This design comes from an exercise in tuning for small area on the open sky130 flow, not from production work. Only simulation tests tie the RTL to the original design; equivalence was not proved. Power and IR drop assume default switching activity.

===== config.mk =====
export PLATFORM = sky130hd
export DESIGN_NAME = dataAcqCore
export DESIGN_NICKNAME = dataAcqCore
export VERILOG_FILES = /design/flow/design.v
export SDC_FILE = /design/flow/constraint.sdc
export NUM_CORES = 4
export LEC_CHECK = 0
export ABC_AREA = 1
export CAP_MARGIN = 20
export CORE_MARGIN = 2
export CORE_UTILIZATION = 65
export SLEW_MARGIN = 20

===== run.sh =====
#!/bin/bash
# synth_recipe.tcl (not shown) runs the flow's synth.tcl, then flattens the netlist and writes it again
# the make line also repeats each setting of config.mk as NAME=value (left out here)
make -C /OpenROAD-flow-scripts/flow DESIGN_CONFIG=/design/flow/config.mk WORK_HOME=/design/flow/orfs CLKGATE_MAP_FILE= SYNTH_SCRIPT=/design/flow/synth_recipe.tcl finish

===== constraint.sdc =====
create_clock -name core_clock -period 10.0 [get_ports {Clk}]
set_input_delay 2.0000 -clock core_clock [delete_from_list [all_inputs] [get_ports {Clk}]]
set_output_delay 2.0000 -clock core_clock [all_outputs]
set_load 0.01 [all_outputs]

===== design.v =====
package dataAcqPkg;
  typedef logic [127:0] sensorReadings_t;   
endpackage
`timescale 1ns/100ps
module dataAcqCore (
  input  logic         Clk,
  input  logic         En,
  input  logic [31:0]  cpuCommand,
  input  logic         statusClear,
  input  logic [127:0] sensorReadings,
  output logic [31:0]  resultForCpu,
  output logic [2:0]   statusBits
);
  logic sB, sX, sY;
  logic stIdle, stRun, stDone, stLoad;
  assign stIdle = !sB && !sX && !sY;
  assign stRun  = sB && !sX;
  assign stDone = sB && sX;
  assign stLoad = !sB && sX;
  logic errSticky, doneLatched;
  assign statusBits = {sB, errSticky, doneLatched};
  logic [2:0]  typ;
  logic [1:0]  mode;
  logic        w1Req, w2Req;
  logic        eBad, eTo;
  logic [11:0] toLim;    
  logic [11:0] cnt;      
  logic [6:0]  ev;       
  logic [11:0] prev;     
  logic [2:0] cTyp;
  assign cTyp = cpuCommand[29:27];
  logic cEdge, cSilc;
  assign cEdge = (cTyp == 3'd1) || (cTyp == 3'd4);
  assign cSilc = (cTyp == 3'd5);
  logic [3:0] cNcc;
  logic [5:0] cNs;
  assign cNcc = cpuCommand[23:20];
  assign cNs  = cpuCommand[23:18];
  logic cNccNz;
  assign cNccNz = |cNcc;
  logic isEdge, isSilc, isUns;
  assign isEdge = (typ == 3'd1) || (typ == 3'd4);
  assign isSilc = (typ == 3'd5);
  assign isUns  = (typ == 3'd0) || (typ == 3'd3);
  logic [11:0] smp;
  always_comb begin
    case (typ)
      3'd1:    smp = {11'd0, sensorReadings[16]};
      3'd4:    smp = {11'd0, sensorReadings[64]};
      3'd2:    smp = sensorReadings[32 +: 12];
      3'd5:    smp = sensorReadings[80 +: 12];
      3'd6:    smp = sensorReadings[96 +: 12];
      default: smp = sensorReadings[112 +: 12];
    endcase
  end
  logic evNow, hitLim, reached, dc;
  assign evNow   = isEdge ? (!prev[0] && smp[0]) : (smp < prev);
  assign hitLim  = (cnt == toLim);
  assign reached = isSilc && (&(ev[5:0] + {5'd0, evNow}));
  assign dc      = hitLim || reached;
  always_ff @(posedge Clk) begin
    if (stIdle) begin
      typ   <= cTyp;
      mode  <= cpuCommand[31:30];
      w1Req <= (cpuCommand[3:0] == 4'b0010) || (cpuCommand[3:0] == 4'b0101);
      w2Req <= (cpuCommand[3:0] == 4'b0100) || (cpuCommand[3:0] == 4'b0101);
      eBad  <= (cEdge && !cNccNz) || (cSilc && (cNs == 6'd0));
      eTo   <= 1'b0;
      toLim <= cSilc ? cpuCommand[15:4] : cEdge ? {4'd0, cNcc, 4'd0} : 12'd0;
      cnt   <= {11'd0, cEdge && cNccNz};
      ev    <= cSilc ? {1'b0, ~cNs} : 7'd0;
      prev  <= {11'd0, cEdge};
    end else begin
      cnt <= cnt + {11'd0, stRun && !dc};
      ev  <= ev + {6'd0, stRun && evNow};
      if (stRun) begin
        prev <= smp;
        if (isSilc && hitLim && !reached) eTo <= 1'b1;
      end
    end
  end
  logic [6:0]  r1T1, r1T4, r2T1, r2T4;
  logic [11:0] r1T2, r1T5, r1T6, r1T7, r2T2, r2T5, r2T6, r2T7;
  logic [7:0]  v1, v2;   
  logic [11:0] raw;
  assign raw = isEdge ? {5'd0, ev} : isSilc ? cnt : prev;
  logic        sensOk;
  logic [2:0]  rawErr;
  assign sensOk = !isUns && !eBad && !eTo;
  assign rawErr = isUns ? 3'b111 : eBad ? 3'b100 : 3'b101;
  logic        wr1, wr2;
  logic [11:0] refSel;
  logic [12:0] diff;
  logic [12:0] outVal;
  logic [2:0]  outErr;
  logic [1:0]  outTag;
  always_comb begin
    wr1    = 1'b0;
    wr2    = 1'b0;
    case ({mode[1], typ})
      4'b0001: refSel = {5'd0, r1T1};
      4'b0100: refSel = {5'd0, r1T4};
      4'b0010: refSel = r1T2;
      4'b0101: refSel = r1T5;
      4'b0110: refSel = r1T6;
      4'b0111: refSel = r1T7;
      4'b1001: refSel = {5'd0, r2T1};
      4'b1100: refSel = {5'd0, r2T4};
      4'b1010: refSel = r2T2;
      4'b1101: refSel = r2T5;
      4'b1110: refSel = r2T6;
      default: refSel = r2T7;
    endcase
    diff   = {1'b0, raw} - {1'b0, refSel};
    outVal = '0;
    outTag = 2'b11;
    outErr = rawErr;
    if (sensOk) begin
      case (mode)
        2'b00: begin
          wr1    = !v1[typ] || w1Req;
          wr2    = w2Req;
          outVal = {1'b0, raw};
          outTag = 2'b00;
          outErr = (wr1 || wr2) ? 3'b110 : 3'b001;
        end
        2'b01:
          if (v1[typ]) begin
            outVal = diff;
            outTag = 2'b01;
            outErr = 3'b001;
          end else outErr = 3'b010;
        2'b10:
          if (v2[typ]) begin
            outVal = diff;
            outTag = 2'b10;
            outErr = 3'b001;
          end else outErr = 3'b011;
        default: outErr = 3'b111;
      endcase
    end
  end
  logic ld1, ld2;
  assign ld1 = stLoad && wr1;
  assign ld2 = stLoad && wr2;
  always_ff @(posedge Clk) begin
    if (ld1 && typ == 3'd1) r1T1 <= raw[6:0];
    if (ld1 && typ == 3'd4) r1T4 <= raw[6:0];
    if (ld1 && typ == 3'd2) r1T2 <= raw;
    if (ld1 && typ == 3'd5) r1T5 <= raw;
    if (ld1 && typ == 3'd6) r1T6 <= raw;
    if (ld1 && typ == 3'd7) r1T7 <= raw;
    if (ld2 && typ == 3'd1) r2T1 <= raw[6:0];
    if (ld2 && typ == 3'd4) r2T4 <= raw[6:0];
    if (ld2 && typ == 3'd2) r2T2 <= raw;
    if (ld2 && typ == 3'd5) r2T5 <= raw;
    if (ld2 && typ == 3'd6) r2T6 <= raw;
    if (ld2 && typ == 3'd7) r2T7 <= raw;
  end
  logic [12:0] rVal;
  logic [2:0]  rErr;
  logic [1:0]  rTag;
  assign resultForCpu = {{4{rVal[12]}}, rVal[11:0], rErr, rTag[1] & rTag[0], rTag, 10'd0};
  always_ff @(posedge Clk or negedge En) begin
    if (!En) begin
      sB          <= 1'b0;
      sX          <= 1'b0;
      sY          <= 1'b0;
      errSticky   <= 1'b0;
      doneLatched <= 1'b0;
      v1          <= '0;
      v2          <= '0;
      rVal        <= '0;
      rErr        <= '0;
      rTag        <= '0;
    end else begin
      sB <= (stIdle && (cpuCommand != 32'd0)) || stRun;
      sX <= sB && (sX || dc);
      sY <= (stLoad || sY) && !statusClear;
      if (statusClear) begin
        errSticky   <= 1'b0;
        doneLatched <= 1'b0;
      end else if (stLoad) begin
        doneLatched <= 1'b1;
        if (outErr != 3'b001 && outErr != 3'b110) errSticky <= 1'b1;
      end
      if (stLoad) begin
        for (int i = 0; i < 8; i++) begin
          if (i != 0 && i != 3 && typ == 3'(i)) begin
            if (wr1) v1[i] <= 1'b1;
            if (wr2) v2[i] <= 1'b1;
          end
        end
        rVal <= outVal;
        rErr <= outErr;
        rTag <= outTag;
      end
    end
  end
endmodule

==> run summary, run 1 <==
- The flow ran to the end and the layout has no timing, DRC or antenna violations.
- The placed instances occupy a cell area of 11,300 um2.
* Maximum achievable frequency: 0.168 GHz
* Total of warnings raised by yosys: 1
- Top post-synthesis cells by count: sky130_fd_sc_hd__nand2_1, sky130_fd_sc_hd__edfxtp_1, sky130_fd_sc_hd__nor2_1
- The finished cells cover 12,100 um2.
- Antenna violations before repair: 0
- Part of the Yosys area used for sequential elements: 57.9%
- Cell count after synthesis: 1,005
- Number of hold-slack violations in the final timing report: 0
- Detail Route Antenna Nets: 0
* Number of top-level design ports: 198
- The worst pin sits at a relative slew slack of 28.1%.
* Util after Layout: 79.3%
- For met3 alone, demand over resource in global routing was 4.32%.
* Critical path class: input pin to register
* Maximum buffer depth of the clock tree: 3
* Violation count after the first detailed-route iteration: 598
- Core area: 15,200 um2
* Synth Cell Area: 10,100 um2
- The most common cell in the synthesized netlist is sky130_fd_sc_hd__nand2_1.
- Yosys reg bits: 211
- Max-slew violation count: 0
- First-pass GRT wire length: 38,700 um
- The number of global-route vias before repair came to 7,605.
- The worst setup path is captured at a register.
- Layout cell share with drive strength beyond 1: 7.21%
* Number of synthesized flops with an enable pin: 145
- Final setup violating endpoints: 0
- HP Class: register to register
- Power spread over the standard cell area amounts to 249 nW/um2.
* Die boundary height: 129 um
* Post-detailed-route wirelength per cell: 18.5 um
- Along the worst path, the maximum fanout reaches 3.
- Portion of the clock cycle consumed by the worst path in the final layout: 59.4%
- Weighted congestion at the end of routability-driven global placement: 0.898
* Post-layout net count: 1,315
* Inserted Diodes: 0
* Std cell rows: 45
* Unique masters post-synth: 50
* Pin count of the biggest net entering global routing: 36
- For the worst setup path, the data arrival time is 6.33 ns.
* CTS Buf Count: 22
- Kind of launch point of the worst setup path: input pin
- After detailed routing, the number of remaining DRC violations is 0.
* Later-pin clock latency in the skew report: 0.52 ns
* Cell type with the highest aggregate area in the netlist: sky130_fd_sc_hd__edfxtp_1
- Detailed-route vias per instance: 5.91
* Total wire length after detailed routing: 24,500 um
- Dpl hpwl: 16,900 um
- The tree is rooted in a sky130_fd_sc_hd__clkbuf_16.
- Hold buffers post-CTS: 0
* RSZ-0062 raised after global routing: false
- TritonCTS built the clock tree.
- The tree built by TritonCTS fans out to 211 sinks.
- On the final layout, the worst clock skew is 0.0254 ns.
- After clock tree synthesis, the clock-pin slew on the worst setup and hold paths is 0.06 ns.
- STA puts the critical path data required time at 10.39 ns.
- Fillers: 1,039
- Die ar.: 16,600 um2
- The synthesized design devotes to its leading area cell type 43.1% of total area.
- Input and output buffers added on the ports amount to 109.
* Area growth, synth to finish: 19.3%
- Min cycle time layout: 5.94 ns
* Max rail drop VDD: 179 uV
* Total leakage power: 4.86 nW
- Post-CTS setup buffer count: 0
* Share of synthesized registers carrying an async set or reset: 16.6%
- Leading post-synthesis cells by cell area: sky130_fd_sc_hd__edfxtp_1, sky130_fd_sc_hd__dfrtp_1, sky130_fd_sc_hd__nand2_1
- Mean area per synthesized cell: 10.0 um2
* Met2 Track Usage GR: 54.7%
- The tool flagged a number of max-cap violations equal to 0.
* Overall overflow remaining after global route: 0
* CTS-repair resized insts: 0
* Layer with the highest usage: met2
* Initial Utilization: 66.4%
- Vias after detailed routing: 7,836
- Die X-Extent: 129 um
- Before antenna repair, the detailed router went through 5 iterations.
- Primary flip-flop cell chosen by synthesis mapping: sky130_fd_sc_hd__edfxtp_1
- In the final timing run, aggregate negative setup slack is 0 ns.
- Met1 Use GR: 37.2%
* GRT Resource Usage Total: 30.2%
- In this run the number of H-tree levels came out at 1.
- Worst Max-Slew Pin Slew: 1.08 ns
-- worst max-delay path: stages --
cell and delay (ns):
sky130_fd_sc_hd__clkdlybuf4s50_1 0.46, sky130_fd_sc_hd__nand2_1 0.05, sky130_fd_sc_hd__a41oi_1 0.37, sky130_fd_sc_hd__ha_1 0.32, sky130_fd_sc_hd__a21oi_1 0.14, sky130_fd_sc_hd__o21ai_0 0.11
sky130_fd_sc_hd__nor3_1 0.18, sky130_fd_sc_hd__nand2_1 0.10, sky130_fd_sc_hd__nand2_1 0.07, sky130_fd_sc_hd__ha_1 0.18, sky130_fd_sc_hd__ha_1 0.24, sky130_fd_sc_hd__nand3_1 0.08
sky130_fd_sc_hd__nor2_1 0.05, sky130_fd_sc_hd__nand3_1 0.07, sky130_fd_sc_hd__nor2_1 0.10, sky130_fd_sc_hd__nand3b_1 0.21, sky130_fd_sc_hd__nor2_1 0.14, sky130_fd_sc_hd__ha_1 0.18
sky130_fd_sc_hd__ha_1 0.16, sky130_fd_sc_hd__nand2_1 0.07, sky130_fd_sc_hd__nor2_1 0.09, sky130_fd_sc_hd__inv_1 0.06, sky130_fd_sc_hd__nor3_1 0.19, sky130_fd_sc_hd__inv_1 0.11
sky130_fd_sc_hd__nor4_1 0.29, sky130_fd_sc_hd__nand2_1 0.12, sky130_fd_sc_hd__o21ai_0 0.15, sky130_fd_sc_hd__a21oi_1 0.06
-- metrics by stage --
| step | std cells | power (W) | hold WS (ns) | setup slack [ns] |
|---|---|---|---|---|
| after floorplan | 1014 | 0.00185 | 0.424 | 4.68 |
| after global placement | 1285 | 0.00213 | 0.444 | 3.67 |
| after detailed placement | 1285 | 0.00216 | 0.449 | 3.60 |
| after CTS | 1324 | 0.00298 | 0.462 | 4.09 |
| after global routing | 1325 | 0.00315 | 0.478 | 3.54 |
| final | 1325 | 0.00300 | 0.460 | 4.06 |
-- per-layer routing --
metal,vias up,share of wire [%]
met4,0,3.3
met1,3749,39
met2,284,52
met5,-,0
li1,3739,-
met3,64,6.0
-- layout by cell type, fill, tap and decap left out, types with 4 or more instances in the layout --
master / synthesis / routed
sky130_fd_sc_hd__nand2_1: 191 / 191
sky130_fd_sc_hd__edfxtp_1: 145 / 145
sky130_fd_sc_hd__clkdlybuf4s50_1: 0 / 108
sky130_fd_sc_hd__nor2_1: 99 / 96
sky130_fd_sc_hd__inv_1: 92 / 92
sky130_fd_sc_hd__o21ai_0: 65 / 65
sky130_fd_sc_hd__a21oi_1: 52 / 52
sky130_fd_sc_hd__dfrtp_1: 35 / 35
sky130_fd_sc_hd__dfxtp_1: 31 / 31
sky130_fd_sc_hd__nand3_1: 30 / 30
sky130_fd_sc_hd__ha_1: 29 / 29
sky130_fd_sc_hd__a221oi_1: 27 / 27
sky130_fd_sc_hd__clkbuf_16: 0 / 23
sky130_fd_sc_hd__a22o_1: 22 / 22
sky130_fd_sc_hd__buf_4: 16 / 21
sky130_fd_sc_hd__xor2_1: 19 / 19
sky130_fd_sc_hd__nand4_1: 14 / 14
sky130_fd_sc_hd__nor4_1: 13 / 13
sky130_fd_sc_hd__nor3_1: 12 / 11
sky130_fd_sc_hd__a41oi_1: 10 / 10
sky130_fd_sc_hd__conb_1: 1 / 10
sky130_fd_sc_hd__or2_1: 9 / 9
sky130_fd_sc_hd__inv_2: 7 / 7
sky130_fd_sc_hd__o21ai_1: 7 / 7
sky130_fd_sc_hd__nand2_2: 5 / 5
sky130_fd_sc_hd__nor2_2: 2 / 5
sky130_fd_sc_hd__a31oi_1: 5 / 5
sky130_fd_sc_hd__clkinv_1: 1 / 5
sky130_fd_sc_hd__xnor2_1: 4 / 4
sky130_fd_sc_hd__clkbuf_1: 8 / 4
-- final timing paths --
kind / slack, ns / from / depth (start not counted) / end
min in group asynchronous: 1.57 / En / 1 / rVal[12]
worst max register to register: 4.35 / typ[2] / 29 / cnt[10]
max in group asynchronous: 7.89 / En / 1 / sB
worst max-delay path: 4.06 / sensorReadings[107] / 28 / cnt[10]
worst min register to register: 0.46 / v1[1] / 2 / v1[1]
worst min-delay path: 0.46 / v1[1] / 2 / v1[1]
-- power breakdown --
group | internal, W | switching [W] | total (W)
Sequential | 0.00110 | 0.0000656 | 0.00116
Combinational | 0.000363 | 0.000657 | 0.00102
Clock | 0.000480 | 0.000337 | 0.000816
-- state kept, by name, summed over array words and instances, names as in the netlist, 12 cells and up --
signal / cells
rVal: 13
cnt: 12
prev: 12
r1T2: 12
r1T5: 12
r1T6: 12
r1T7: 12
r2T2: 12
r2T5: 12
r2T6: 12
r2T7: 12
toLim: 12
-- cell type report --
| class | instances | area [um2] | area share, % |
|---|---|---|---|
| clock buffer | 28 | 604 | 5.01 |
| clock inverter | 11 | 113 | 0.934 |
| inverter | 102 | 390 | 3.24 |
| multi-input combinational | 655 | 3610 | 30.0 |
| sequential | 211 | 5850 | 48.5 |
| tap | 188 | 235 | 1.95 |
| timing repair buffer | 130 | 1240 | 10.3 |
-- kinds of logic after synthesis --
family	count (synthesis)	share of synthesized area, %
buf+inv	148	6.74
compound gates	203	12.7
simple gates	389	16.8
xor+xnor	23	1.99
fa+ha+maj	30	3.79
flops	211	57.9
other cells	1	0.0371
==> run 2: changes to the inputs <==
--- a/config.mk
+++ b/config.mk
@@ -5,8 +5,7 @@
 export SDC_FILE = /design/flow/constraint.sdc
 export NUM_CORES = 4
 export LEC_CHECK = 0
-export ABC_AREA = 1
 export CAP_MARGIN = 20
 export CORE_MARGIN = 2
-export CORE_UTILIZATION = 65
+export CORE_UTILIZATION = 40
 export SLEW_MARGIN = 20
==> run summary, run 2 <==
* Pin count of the biggest net entering global routing: 62 (was 36)
- Final worst clock skew: 0.0158 ns (was 0.0254 ns)
* Worst reg2reg setup slack: 3.98 ns (was 4.35 ns)
* Flip-flop count of the largest register after layout: 13 (unchanged)
* Post-detailed-placement cell area: 11,800 um2 (was 11,300 um2)
- Clock tree from TritonCTS: yes (unchanged)
- The classification of the worst-slack hold path was register to register (unchanged).
- The via count was 7,713 (was 7,836).
- The nature of the critical path startpoint is an input pin (unchanged).
* Worst Max-Slew Pin Slew: 1.14 ns (was 1.08 ns)
- # port buffers: 109 (unchanged)
* Synth Cell Area: 10,500 um2 (was 10,100 um2)
* Part of the power in combinational logic: 27.5% (was 34.0%)
* Weighted congestion at the end of routability-driven global placement: 0.835 (was 0.898)
- The endpoint required time on the critical path was 10.38 ns (was 10.39 ns).
- The number of pins exceeding their max-slew limit in the final report is 0 (unchanged).
- The final count of hold timing violations came to 0 (unchanged).
- Min cycle time layout: 6.20 ns (was 5.94 ns)
- Final setup violating endpoints: 0 (unchanged)
- The start point of the worst min-delay path was v1[4] (was v1[1]).
* Commonest cells after routing, fill and taps aside: sky130_fd_sc_hd__edfxtp_1, sky130_fd_sc_hd__clkdlybuf4s50_1, sky130_fd_sc_hd__nor2_1 (was sky130_fd_sc_hd__nand2_1, sky130_fd_sc_hd__edfxtp_1, sky130_fd_sc_hd__clkdlybuf4s50_1)
- The number of filler instances in the final layout came to 2,370 (was 1,039).
- Detail Route Antenna Nets: 0 (unchanged)
- First-pass iteration count of the detailed router: 5 (unchanged)
* Portion of the clock cycle consumed by the worst path in the final layout: 62.0% (was 59.4%)
* Sum of negative setup slack: 0 ns (unchanged)
- Detailed-route vias per instance: 5.57 (was 5.91)
* Hold buffers post-CTS: 0 (unchanged)
- Slowest cell on the critical path: sky130_fd_sc_hd__clkdlybuf4s50_1 (unchanged)
- Max_slew headroom: 21.9% (was 28.1%)
* Power density over the cells: 213 nW/um2 (was 249 nW/um2)
- RSZ-0062 raised after global routing: false (unchanged).
- Total internal power: 0.00184 W (was 0.00194 W)
- Violation count after the first detailed-route iteration: 513 (was 598)
- Leading post-synthesis cells by cell area: sky130_fd_sc_hd__edfxtp_1, sky130_fd_sc_hd__dfrtp_1, sky130_fd_sc_hd__dfxtp_1 (was sky130_fd_sc_hd__edfxtp_1, sky130_fd_sc_hd__dfrtp_1, sky130_fd_sc_hd__nand2_1)
- The number of antenna diodes is 0 (unchanged).
- Top post-synthesis cells by count: sky130_fd_sc_hd__edfxtp_1, sky130_fd_sc_hd__nor2_1, sky130_fd_sc_hd__nand2_1 (was sky130_fd_sc_hd__nand2_1, sky130_fd_sc_hd__edfxtp_1, sky130_fd_sc_hd__nor2_1)
* Later-pin clock latency in the skew report: 0.51 ns (was 0.52 ns)
* Util after Layout: 48.5% (was 79.3%)
- The library cell with the largest summed area after synthesis was sky130_fd_sc_hd__edfxtp_1 (unchanged).
- Critical-path maximum fanout: 6 (was 3)
- Post-route cell area: 12,500 um2 (was 12,100 um2)
- Maximum achievable frequency: 0.161 GHz (was 0.168 GHz)
- Most used cell along the critical path: sky130_fd_sc_hd__ha_1
- The most frequent standard cell in the layout excluding fill and tap cells was sky130_fd_sc_hd__edfxtp_1 (was sky130_fd_sc_hd__nand2_1).
- The count of buffers added by post-CTS timing repair for setup is 0 (unchanged).
- The count of cells along the worst register-to-register path came to 24 (was 29).
* Endpoint, Worst Hold: v1[4] (was v1[1])
- The global-route wire length before repair was 43,700 um (was 38,700 um).
* Std cell rows: 59 (was 45)
- The setup slack after placement is 3.34 ns (was 3.60 ns).
- CTS clk-pin slew, worst paths: 0.06 ns (about the same)
* Max rail drop VDD: 112 uV (was 179 uV)
- Area growth, synth to finish: 19.7% (was 19.3%)
* Die boundary height: 166 um (was 129 um)
- The mean instance size in the synthesized netlist was 11.2 um2 (was 10.0 um2).
* Seq pwr share: 42.4% (was 38.8%)
- H-tree levels: 1 (unchanged)
* Top reg by flops: rVal (unchanged)
- Vias in the first global route: 7,580 (was 7,605)
- Dpl hpwl: 19,200 um (was 16,900 um)
- The largest incremental delay on the critical path is 0.40 ns (was 0.46 ns).
* Cell count after synthesis: 936 (was 1,005)
- Number of synthesized flops with an enable pin: 145 (unchanged)
- Overall overflow remaining after global route: 0 (unchanged)
- The core outline area is 25,800 um2 (was 15,200 um2).
- Total of warnings raised by yosys: 1 (unchanged)
* Post-detailed-route wirelength per cell: 20.3 um (was 18.5 um)
* Die ar.: 27,500 um2 (was 16,600 um2)
- Initial Utilization: 40.5% (was 66.4%)
* Total wire length after detailed routing: 28,100 um (was 24,500 um)
- The reg-to-reg critical path startpoint was typ[1] (was typ[2]).
- The clock network fraction of total power came to 30.1% (was 27.2%).
* Worst reg2reg path endpoint: cnt[10] (unchanged)
- The die width is 166 um (was 129 um).
- Traced cell by cell, the critical path runs through clkdlybuf4s50_1 -> a211oi_1 -> a21oi_1 -> o22a_1 -> ha_1 -> a21o_1 -> a21o_1 -> a211o_1 -> a311oi_1 -> a21o_1 -> ha_1 -> ha_1 -> xor2_1 -> nand4_1 -> nor3_1 -> a21oi_1 -> nor2b_1 -> ha_1 -> ha_1 -> nand3_1 -> nor4_1 -> xnor2_1 -> nor2_1.
- The worst hold slack after final layout came to 0.466 ns (was 0.460 ns).
* Kind of end point of the critical path: register (unchanged)
- The switching part of the total was 31.0% (was 35.3%).
* CTS Buf Count: 21 (was 22)
- Setup slack of the critical path after layout: 3.80 ns (was 4.06 ns)
- The most instantiated flip-flop cell in the synthesis netlist is sky130_fd_sc_hd__edfxtp_1 (unchanged).
- The static leakage power was 4.64 nW (was 4.86 nW).
- GRT Resource Usage Total: 20.2% (was 30.2%)
- Share of synthesized registers carrying an async set or reset: 16.6% (unchanged)
- Critical path class: input pin to register (unchanged)
* Unique masters post-synth: 70 (was 50)
- The post-synthesis sequential area ratio came to 55.9% (was 57.9%).
- The hold-critical path depth is 1 (was 2).
- Number of top-level design ports: 198 (unchanged)
- Residual DRC count: 0 (unchanged)
- Maximum buffer depth of the clock tree: 3 (unchanged)
- The clock sink total was 211 (unchanged).
- Antenna violations before repair: 0 (unchanged)
- The buffer type at the clock tree root was sky130_fd_sc_hd__clkbuf_16 (unchanged).
- Dominant cell by count in the synthesized netlist: sky130_fd_sc_hd__edfxtp_1 (was sky130_fd_sc_hd__nand2_1)
- CTS-repair resized insts: 0 (unchanged)
* Post-layout net count: 1,228 (was 1,315)
- The data arrival time of the critical path was 6.57 ns (was 6.33 ns).
* Yosys reg bits: 211 (unchanged)
- The layout cell share with drive strength beyond 1 is 8.67% (was 7.21%).
* Number of violations of the max-capacitance limit: 0 (unchanged)
* Total net switching power: 0.000827 W (was 0.00106 W)
- Critical path buffer and inverter count: 1 (was 3)
- The family with the most delay on the worst path is compound AO/OA/AOI/OAI gates (was simple AND/OR/NAND/NOR gates).
* Run status: finished clean (unchanged)
* Proportion of netlist area held by the largest area contributor: 41.6% (was 43.1%)
run 2: cell type report:
class	instances	area [um2]	area share [%]
flip-flops and latches	211	5850	46.7
multi-input cells	641	4170	33.3
repair buffers	140	1320	10.5
clock buffers	24	547	4.37
well taps	335	419	3.35
clock inverters	14	145	1.16
inverters	20	75.1	0.600
run 2: worst max-delay path by stage:
| stage | from | end | depth (start not counted) |
|---|---|---|---|
| final | sensorReadings[41] | cnt[10] | 23 |
| after global routing | sensorReadings[41] | cnt[10] | 23 |
| after CTS | sensorReadings[41] | cnt[10] | 23 |
| after detailed placement | sensorReadings[41] | cnt[10] | 23 |
| after global placement | sensorReadings[41] | cnt[10] | 23 |
| after floorplan | sensorReadings[41] | cnt[10] | 22 |
run 2: cells by family after synthesis:
logic type	share of synthesized area, %
AND/OR/NAND/NOR	12.6
AO/OA/AOI/OAI	17.4
flip-flops	55.9
other	0.0359
adder cells (fa/ha/maj)	3.66
buffers and inverters	4.62
XOR/XNOR	2.85
multiplexers	2.93
run 2: worst register-to-register path: stages (launching register included):
cell	delay, ns
sky130_fd_sc_hd__edfxtp_1	0.36
sky130_fd_sc_hd__buf_4	0.25
sky130_fd_sc_hd__buf_4	0.31
sky130_fd_sc_hd__and2_1	0.36
sky130_fd_sc_hd__nor2_1	0.77
sky130_fd_sc_hd__o22a_1	0.29
sky130_fd_sc_hd__ha_1	0.26
sky130_fd_sc_hd__a21o_1	0.16
sky130_fd_sc_hd__a21o_1	0.17
sky130_fd_sc_hd__a211o_1	0.28
sky130_fd_sc_hd__a311oi_1	0.32
sky130_fd_sc_hd__a21o_1	0.19
sky130_fd_sc_hd__ha_1	0.19
sky130_fd_sc_hd__ha_1	0.19
sky130_fd_sc_hd__xor2_1	0.07
sky130_fd_sc_hd__nand4_1	0.09
sky130_fd_sc_hd__nor3_1	0.06
sky130_fd_sc_hd__a21oi_1	0.24
sky130_fd_sc_hd__nor2b_1	0.16
sky130_fd_sc_hd__ha_1	0.20
sky130_fd_sc_hd__ha_1	0.19
sky130_fd_sc_hd__nand3_1	0.20
sky130_fd_sc_hd__nor4_1	0.35
sky130_fd_sc_hd__xnor2_1	0.16
sky130_fd_sc_hd__nor2_1	0.05
run 2: power groups by stage:
stage | sequential [W] | combinational [W] | clock (W)
final | 0.00113 | 0.000732 | 0.000802
after global routing | 0.00114 | 0.000811 | 0.000846
after CTS | 0.00113 | 0.000732 | 0.000813
after detailed placement | 0.00115 | 0.000727 | 0
after global placement | 0.00115 | 0.000719 | 0
after floorplan | 0.00112 | 0.000496 | 0
run 2: layer usage:
metal | vias to the layer above | wire, um | track usage, %
met3 | 34 | 1600 | 2.82
li1 | 3664 | - | -
met4 | 0 | 505 | 4.65
met5 | - | 0 | 0
met1 | 3739 | 12900 | 28.6
met2 | 276 | 13100 | 33.2
run 2: stage by stage:
stage | std cells | power [W]
after floorplan | 945 | 0.00162
after global placement | 1347 | 0.00187
after detailed placement | 1347 | 0.00188
after CTS | 1385 | 0.00268
after global routing | 1385 | 0.00280
final | 1385 | 0.00266

-- what the ideal ports hide --
No port has a modelled driver above. Below, the same layouts with a new extraction and two added sets of constraints.
Step 1, drivers: a clkbuf_16 drives Clk and a buf_2 each remaining input, both assumed.
Step 2 times the ports against the registers' clock, not the clock port: input delays grow and output delays shrink by t, the midpoint of the rising clock arrivals with the driver on.
a / b / c = no drivers / after step 1 / after step 2; a / b = the first two.
run	shift t [ns]	setup WS [ns]	cell pins on the clock port's net
run 1	0.547	4.060 / 4.081 / 3.534	1
run 2	0.549	3.800 / 3.822 / 3.273	1
After both steps setup and hold are still met in every run listed. The setup slack of run 2, which loses most, moves by +0.022 ns with the drivers and by -0.527 ns with both steps.
